This is an optimization exercise on Yosys and OpenROAD, whose aim is small area, a short achievable clock period and few clock cycles, not a production implementation.
Where RTL was checked, it was by simulation tests only, not by an equivalence proof against the original.
Power and IR drop assume default switching activity.

## garnet
==> flow/design.v <==
package rt_pkg;
    localparam int unsigned CAMERA_IW = 16;
    localparam int unsigned CAMERA_QW = 16;
    localparam int unsigned CAMERA_WL = CAMERA_IW + CAMERA_QW;
endpackage
module rt_rgu #(
    parameter int unsigned WL = rt_pkg::CAMERA_WL
) (
    input  logic [WL-1:0] base,
    input  logic [WL-1:0] delta,
    input  logic          cin,
    output logic [WL-1:0] next
);
    localparam int unsigned LV = $clog2(WL);
    logic [(LV+1)*WL-1:0] g, p;
    logic [WL-1:0]        hp;
    assign hp = base ^ delta;
    always_comb begin
        g = '0;
        p = '0;
        g[WL-1:0] = base & delta;
        p[WL-1:0] = hp;
        g[0] = (base[0] & delta[0]) | (hp[0] & cin);
        for (int l = 0; l < LV; l++) begin
            for (int i = 0; i < WL; i++) begin
                if (((i >> l) & 1) == 1) begin
                    g[(l+1)*WL + i] = g[l*WL + i]
                                    | (p[l*WL + i] & g[l*WL + ((i >> l) << l) - 1]);
                    p[(l+1)*WL + i] = p[l*WL + i] & p[l*WL + ((i >> l) << l) - 1];
                end else begin
                    g[(l+1)*WL + i] = g[l*WL + i];
                    p[(l+1)*WL + i] = p[l*WL + i];
                end
            end
        end
        next = hp ^ {g[LV*WL +: WL-1], cin};
    end
endmodule
module rt_frag_stream #(
    parameter int unsigned IW = rt_pkg::CAMERA_IW,
    parameter int unsigned QW = rt_pkg::CAMERA_QW
) (
    input  logic          clk,
    input  logic          resetn,
    input  logic          start,
    input  logic          abort,
    output logic          busy,
    output logic          done,
    input  logic [31:0]   image_width,
    input  logic [31:0]   image_height,
    input  logic [31:0]   camera_center_x,
    input  logic [31:0]   camera_center_y,
    input  logic [31:0]   camera_center_z,
    input  logic [31:0]   pixel_delta_u_x,
    input  logic [31:0]   pixel_delta_u_y,
    input  logic [31:0]   pixel_delta_u_z,
    input  logic [31:0]   pixel_delta_v_x,
    input  logic [31:0]   pixel_delta_v_y,
    input  logic [31:0]   pixel_delta_v_z,
    input  logic [31:0]   pixel_00_loc_x,
    input  logic [31:0]   pixel_00_loc_y,
    input  logic [31:0]   pixel_00_loc_z,
    output logic          m_valid,
    input  logic          m_ready,
    output logic [31:0]   m_data,
    output logic          m_last
);
    logic [IW-1:0] img_w, img_h;
    logic          unused_bits;
    logic busy_q, init_q, valid_q, done_q;
    logic          lc_q, lr_q, last_q;
    logic [IW-1:0] xrem_q, yrem_q, w_q;
    logic [31:0]   acc_q, row_q, step_q;
    logic          idle, hs, adv, row_start, row_adv, lc_a, lr_a, lc_d;
    logic [IW-1:0] xdec, ydec;
    logic [31:0]   sum;
    assign img_w = image_width[QW +: IW];
    assign img_h = image_height[QW +: IW];
    assign unused_bits = ^{image_width[QW-1:0], image_height[QW-1:0],
                           camera_center_y, camera_center_z,
                           pixel_delta_u_y, pixel_delta_u_z,
                           pixel_delta_v_y, pixel_delta_v_z,
                           pixel_00_loc_y, pixel_00_loc_z};
    assign idle      = ~(init_q | valid_q);
    assign hs        = valid_q & m_ready;
    assign adv       = init_q | hs;
    assign row_start = init_q | lc_q;
    assign xdec      = xrem_q - IW'(1);
    assign ydec      = yrem_q - IW'(1);
    rt_rgu #(
        .WL (32)
    ) u_rgu (
        .base  (lc_q ? row_q : acc_q),
        .delta (step_q),
        .cin   (init_q),
        .next  (sum)
    );
    always_comb begin
        lc_a = lc_q ? (w_q == IW'(1)) : (xrem_q == IW'(2));
        lr_a = row_start ? (yrem_q == IW'(1)) : lr_q;
    end
    always_ff @(posedge clk or negedge resetn) begin
        if (!resetn) begin
            busy_q  <= 1'b0;
            init_q  <= 1'b0;
            valid_q <= 1'b0;
            done_q  <= 1'b0;
        end else begin
            done_q <= 1'b0;
            init_q <= 1'b0;
            if (abort) begin
                busy_q  <= 1'b0;
                valid_q <= 1'b0;
            end else if (!busy_q) begin
                if (start) begin
                    if (img_w != '0 && img_h != '0) begin
                        busy_q <= 1'b1;
                        init_q <= 1'b1;
                    end else begin
                        done_q <= 1'b1;
                    end
                end
            end else if (init_q) begin
                valid_q <= 1'b1;
            end else if (hs && last_q) begin
                busy_q  <= 1'b0;
                valid_q <= 1'b0;
                done_q  <= 1'b1;
            end
        end
    end
    assign row_adv = adv & row_start;
    assign lc_d    = idle | (adv ? lc_a : lc_q);
    always_ff @(posedge clk) begin
        step_q <= lc_d ? (idle ? ~camera_center_x : pixel_delta_v_x) : pixel_delta_u_x;
        row_q  <= row_adv ? sum : (idle ? pixel_00_loc_x : row_q);
        yrem_q <= row_adv ? ydec : (idle ? img_h : yrem_q);
        lc_q   <= lc_d;
        if (idle) begin
            w_q    <= img_w;
        end
        if (adv) begin
            acc_q  <= sum;
            xrem_q <= lc_q ? w_q : xdec;
            lr_q   <= lr_a;
            last_q <= lc_a & lr_a;
        end
    end
    assign busy    = busy_q;
    assign done    = done_q;
    assign m_valid = valid_q;
    assign m_data  = acc_q;
    assign m_last  = last_q;
endmodule
Settings: LEC_CHECK=0, CAP_MARGIN=20, CORE_MARGIN=2, CORE_UTILIZATION=40, SLEW_MARGIN=20, TNS_END_PERCENT=0; clock period 10.0 ns.
standard.sh (not shown) runs the stock make flow with config.mk's settings and CLKGATE_MAP_FILE= SYNTH_SCRIPT=/design/flow/synth_recipe.tcl, a recipe that flattens the netlist after the stock synthesis.
==> flow/flow/run.sh <==
#!/bin/bash
# Standard ORFS layout with small port buffers, a compact clock tree and a
# tighter setup target for the resizer's timing repair. Each ORFS step keeps
# its full log under orfs/logs; make's own output goes to standard_make.log.
set -euo pipefail
export BUFFER_PORTS_ARGS="-buffer_cell sky130_fd_sc_hd__buf_1"
export CTS_ARGS="-sink_clustering_enable -repair_clock_nets -buf_list {sky130_fd_sc_hd__clkbuf_8} -sink_clustering_size 30 -sink_clustering_max_diameter 100 -dont_use_dummy_load"
bash standard.sh BUFFER_PORTS_ARGS="$BUFFER_PORTS_ARGS" CTS_ARGS="$CTS_ARGS" SETUP_SLACK_MARGIN=7.0 finish > standard_make.log 2>&1
--- input diff garnet..sierra ---
--- a/flow/design.v
+++ b/flow/design.v
@@ -68,10 +68,10 @@
     logic [IW-1:0] img_w, img_h;
     logic          unused_bits;
     logic busy_q, init_q, valid_q, done_q;
-    logic          lc_q, lr_q, last_q;
+    logic          lc_q, lr_q, last_q, w1_q;
     logic [IW-1:0] xrem_q, yrem_q, w_q;
     logic [31:0]   acc_q, row_q, step_q;
-    logic          idle, hs, adv, row_start, row_adv, lc_a, lr_a, lc_d;
+    logic          idle, hs, adv, row_start, lc_a, lr_a;
     logic [IW-1:0] xdec, ydec;
     logic [31:0]   sum;
     assign img_w = image_width[QW +: IW];
@@ -96,7 +96,7 @@
         .next  (sum)
     );
     always_comb begin
-        lc_a = lc_q ? (w_q == IW'(1)) : (xrem_q == IW'(2));
+        lc_a = lc_q ? w1_q : (xrem_q == IW'(2));
         lr_a = row_start ? (yrem_q == IW'(1)) : lr_q;
     end
     always_ff @(posedge clk or negedge resetn) begin
@@ -129,21 +129,28 @@
             end
         end
     end
-    assign row_adv = adv & row_start;
-    assign lc_d    = idle | (adv ? lc_a : lc_q);
     always_ff @(posedge clk) begin
-        step_q <= lc_d ? (idle ? ~camera_center_x : pixel_delta_v_x) : pixel_delta_u_x;
-        row_q  <= row_adv ? sum : (idle ? pixel_00_loc_x : row_q);
-        yrem_q <= row_adv ? ydec : (idle ? img_h : yrem_q);
-        lc_q   <= lc_d;
+        step_q <= idle ? ~camera_center_x
+                : ((adv ? lc_a : lc_q) ? pixel_delta_v_x : pixel_delta_u_x);
         if (idle) begin
+            row_q  <= pixel_00_loc_x;
             w_q    <= img_w;
+            w1_q   <= (img_w == IW'(1));
+            yrem_q <= img_h;
+            lc_q   <= 1'b1;
         end
         if (adv) begin
             acc_q  <= sum;
             xrem_q <= lc_q ? w_q : xdec;
+        end
+        if (!idle && adv) begin
+            lc_q   <= lc_a;
             lr_q   <= lr_a;
             last_q <= lc_a & lr_a;
+            if (row_start) begin
+                row_q  <= sum;
+                yrem_q <= ydec;
+            end
         end
     end
     assign busy    = busy_q;
==> results.txt <==
Changes observed in sierra relative to garnet: internal power summed over all cells went up, part of the power in combinational logic went up, wire length went up.
Min height of the die across garnet and sierra: sierra
The number of antenna repair diodes in sierra sits 3 above the value recorded for garnet.
sierra vs garnet, final design utilization went up by 0.61 points.
| combinational power | sierra vs garnet | 15% higher |
sierra vs. garnet: met2 demand-to-capacity share in global routing has increased; sequential share of layout area has decreased; part of the cycle the worst path needs has decreased; fraction of layout instances using a drive strength above 1 has decreased; post-synthesis cell area has decreased.
Of the two values seen for uppermost layer routed, met4 was produced by garnet and met5 by sierra.
Register-to-register slack up 90 ps in sierra wrt garnet
Setup slack: sierra better than garnet
Testbench counts of sierra, summed over its fixed seeds: cycles 25,740.
The RTL of garnet was laid out without a check of its function.

========
rt_frag_stream, a different RTL version from the one above (not shown whole).
For scale: about 730 cells after synthesis, roughly 150 flip-flops, ~8100 µm² of cells after synthesis.
==> module rt_frag_stream, before the edit <==
module rt_frag_stream #(
    parameter int unsigned IW = rt_pkg::CAMERA_IW,
    parameter int unsigned QW = rt_pkg::CAMERA_QW
) (
    input  logic          clk,
    input  logic          resetn,
    input  logic          start,
    input  logic          abort,
    output logic          busy,
    output logic          done,
    input  logic [31:0]   image_width,
    input  logic [31:0]   image_height,
    input  logic [31:0]   camera_center_x,
    input  logic [31:0]   camera_center_y,
    input  logic [31:0]   camera_center_z,
    input  logic [31:0]   pixel_delta_u_x,
    input  logic [31:0]   pixel_delta_u_y,
    input  logic [31:0]   pixel_delta_u_z,
    input  logic [31:0]   pixel_delta_v_x,
    input  logic [31:0]   pixel_delta_v_y,
    input  logic [31:0]   pixel_delta_v_z,
    input  logic [31:0]   pixel_00_loc_x,
    input  logic [31:0]   pixel_00_loc_y,
    input  logic [31:0]   pixel_00_loc_z,
    output logic          m_valid,
    input  logic          m_ready,
    output logic [31:0]   m_data,
    output logic          m_last
);
    logic [IW-1:0] img_w, img_h;
    logic          unused_bits;
    logic busy_q, init_q, valid_q, done_q;
    logic          lc_q, lcn_q, lr_q, last_q, w1_q;
    logic [IW-1:0] xrem_q, yrem_q, w_q;
    logic [31:0]   acc_q, row_q, step_q;
    logic          idle, hs, adv, row_start, row_adv, lc_a, lr_a, lc_d;
    logic [IW-1:0] xdec, ydec;
    logic [31:0]   sum;
    assign img_w = image_width[QW +: IW];
    assign img_h = image_height[QW +: IW];
    assign unused_bits = ^{image_width[QW-1:0], image_height[QW-1:0],
                           camera_center_y, camera_center_z,
                           pixel_delta_u_y, pixel_delta_u_z,
                           pixel_delta_v_y, pixel_delta_v_z,
                           pixel_00_loc_y, pixel_00_loc_z};
    assign idle      = ~(init_q | valid_q);
    assign hs        = valid_q & m_ready;
    assign adv       = init_q | hs;
    assign row_start = init_q | lc_q;
    assign xdec      = xrem_q - IW'(1);
    assign ydec      = yrem_q - IW'(1);
    rt_rgu #(
        .WL (32)
    ) u_rgu (
        .base  ({lcn_q ? acc_q[31:16] : row_q[31:16], lc_q ? row_q[15:0] : acc_q[15:0]}),
        .delta (step_q),
        .cin   (init_q),
        .next  (sum)
    );
    always_comb begin
        lc_a = lc_q ? w1_q : (xrem_q == IW'(2));
        lr_a = row_start ? (yrem_q == IW'(1)) : lr_q;
    end
    always_ff @(posedge clk or negedge resetn) begin
        if (!resetn) begin
            busy_q  <= 1'b0;
            init_q  <= 1'b0;
            valid_q <= 1'b0;
            done_q  <= 1'b0;
        end else begin
            done_q <= 1'b0;
            init_q <= 1'b0;
            if (abort) begin
                busy_q  <= 1'b0;
                valid_q <= 1'b0;
            end else if (!busy_q) begin
                if (start) begin
                    if (img_w != '0 && img_h != '0) begin
                        busy_q <= 1'b1;
                        init_q <= 1'b1;
                    end else begin
                        done_q <= 1'b1;
                    end
                end
            end else if (init_q) begin
                valid_q <= 1'b1;
            end else if (hs && last_q) begin
                busy_q  <= 1'b0;
                valid_q <= 1'b0;
                done_q  <= 1'b1;
            end
        end
    end
    assign row_adv = adv & row_start;
    assign lc_d    = idle | (adv ? lc_a : lc_q);
    always_ff @(posedge clk) begin
        step_q <= lc_d ? (idle ? ~camera_center_x : pixel_delta_v_x) : pixel_delta_u_x;
        row_q  <= row_adv ? sum : (idle ? pixel_00_loc_x : row_q);
        yrem_q <= row_adv ? ydec : (idle ? img_h : yrem_q);
        lc_q   <= lc_d;
        lcn_q  <= ~lc_d;
        if (idle) begin
            w_q    <= img_w;
            w1_q   <= (img_w == IW'(1));
        end
        if (adv) begin
            acc_q  <= sum;
            xrem_q <= lc_q ? w_q : xdec;
            lr_q   <= lr_a;
            last_q <= lc_a & lr_a;
        end
    end
    assign busy    = busy_q;
    assign done    = done_q;
    assign m_valid = valid_q;
    assign m_data  = acc_q;
    assign m_last  = last_q;
endmodule
Settings: LEC_CHECK=0, CAP_MARGIN=20, CORE_MARGIN=2, CORE_UTILIZATION=40, SLEW_MARGIN=20, TNS_END_PERCENT=0; clock period 10.0 ns.
Scripts as last shown in full above: flow/flow/run.sh
Edit:
--- a/flow/design.v
+++ b/flow/design.v
@@ -68,7 +68,7 @@
     logic [IW-1:0] img_w, img_h;
     logic          unused_bits;
     logic busy_q, init_q, valid_q, done_q;
-    logic          lc_q, lcn_q, lr_q, last_q, w1_q;
+    logic          lc_q, lr_q, last_q, w1_q;
     logic [IW-1:0] xrem_q, yrem_q, w_q;
     logic [31:0]   acc_q, row_q, step_q;
     logic          idle, hs, adv, row_start, row_adv, lc_a, lr_a, lc_d;
@@ -90,7 +90,7 @@
     rt_rgu #(
         .WL (32)
     ) u_rgu (
-        .base  ({lcn_q ? acc_q[31:16] : row_q[31:16], lc_q ? row_q[15:0] : acc_q[15:0]}),
+        .base  (lc_q ? row_q : acc_q),
         .delta (step_q),
         .cin   (init_q),
         .next  (sum)
@@ -136,7 +136,6 @@
         row_q  <= row_adv ? sum : (idle ? pixel_00_loc_x : row_q);
         yrem_q <= row_adv ? ydec : (idle ? img_h : yrem_q);
         lc_q   <= lc_d;
-        lcn_q  <= ~lc_d;
         if (idle) begin
             w_q    <= img_w;
             w1_q   <= (img_w == IW'(1));
Result:
- non-clock buffer count increases by 2
- clock-buffer cell count is unchanged
- setup slack gains 0.025 ns
- die area goes down by 0.61%
- final area goes down by 0.47%
- combinational power is higher by about 1%
- register-to-register slack stays flat
- total power rose by about 0.56%
- cell count drops by 0.33%
- wire length is higher by 9.0%
Testbench counts after the change, summed over its fixed seeds: cycles 25,740.
For the first run of this note, only the layout was checked, not whether the RTL still works.

## port drivers added, routing unchanged
How much do the figures lean on ideal ports? The routed layouts below were timed once more, with nothing changed but the port constraints. Step 1 sets driving cells, clkbuf_16 on the clock port and buf_2 on the other inputs (assumed; they add their load-dependent delay and slew). Step 2 moves the port delays by t, midway between the first and last clock arrival at a register: inputs arrive t later, outputs are due t later. That takes back most of the time a late clock gives input paths. a / b / c = no drivers / after step 1 / after step 2; a / b = the first two.
run	t (ns)	slack for setup (ns)	hold WS [ns]	worst setup path at the end	cell pins on the clock port's net
garnet	0.476	6.510 / 6.510 / 6.129	0.567 / 0.567 / 0.567	input to register	1
sierra	0.479	6.602 / 6.604 / 6.133	0.469 / 0.469 / 0.469	input to register	1
the first run of note 2	0.466	6.744 / 6.753 / 6.287	0.533 / 0.533 / 0.533	input to register	1
the second run of note 2	0.478	6.769 / 6.769 / 6.307	0.517 / 0.517 / 0.517	input to register	1
After both steps every run listed still meets setup and hold. For sierra, which loses most, drivers alone change the setup slack by +0.002 ns; drivers and shift together by -0.469 ns.
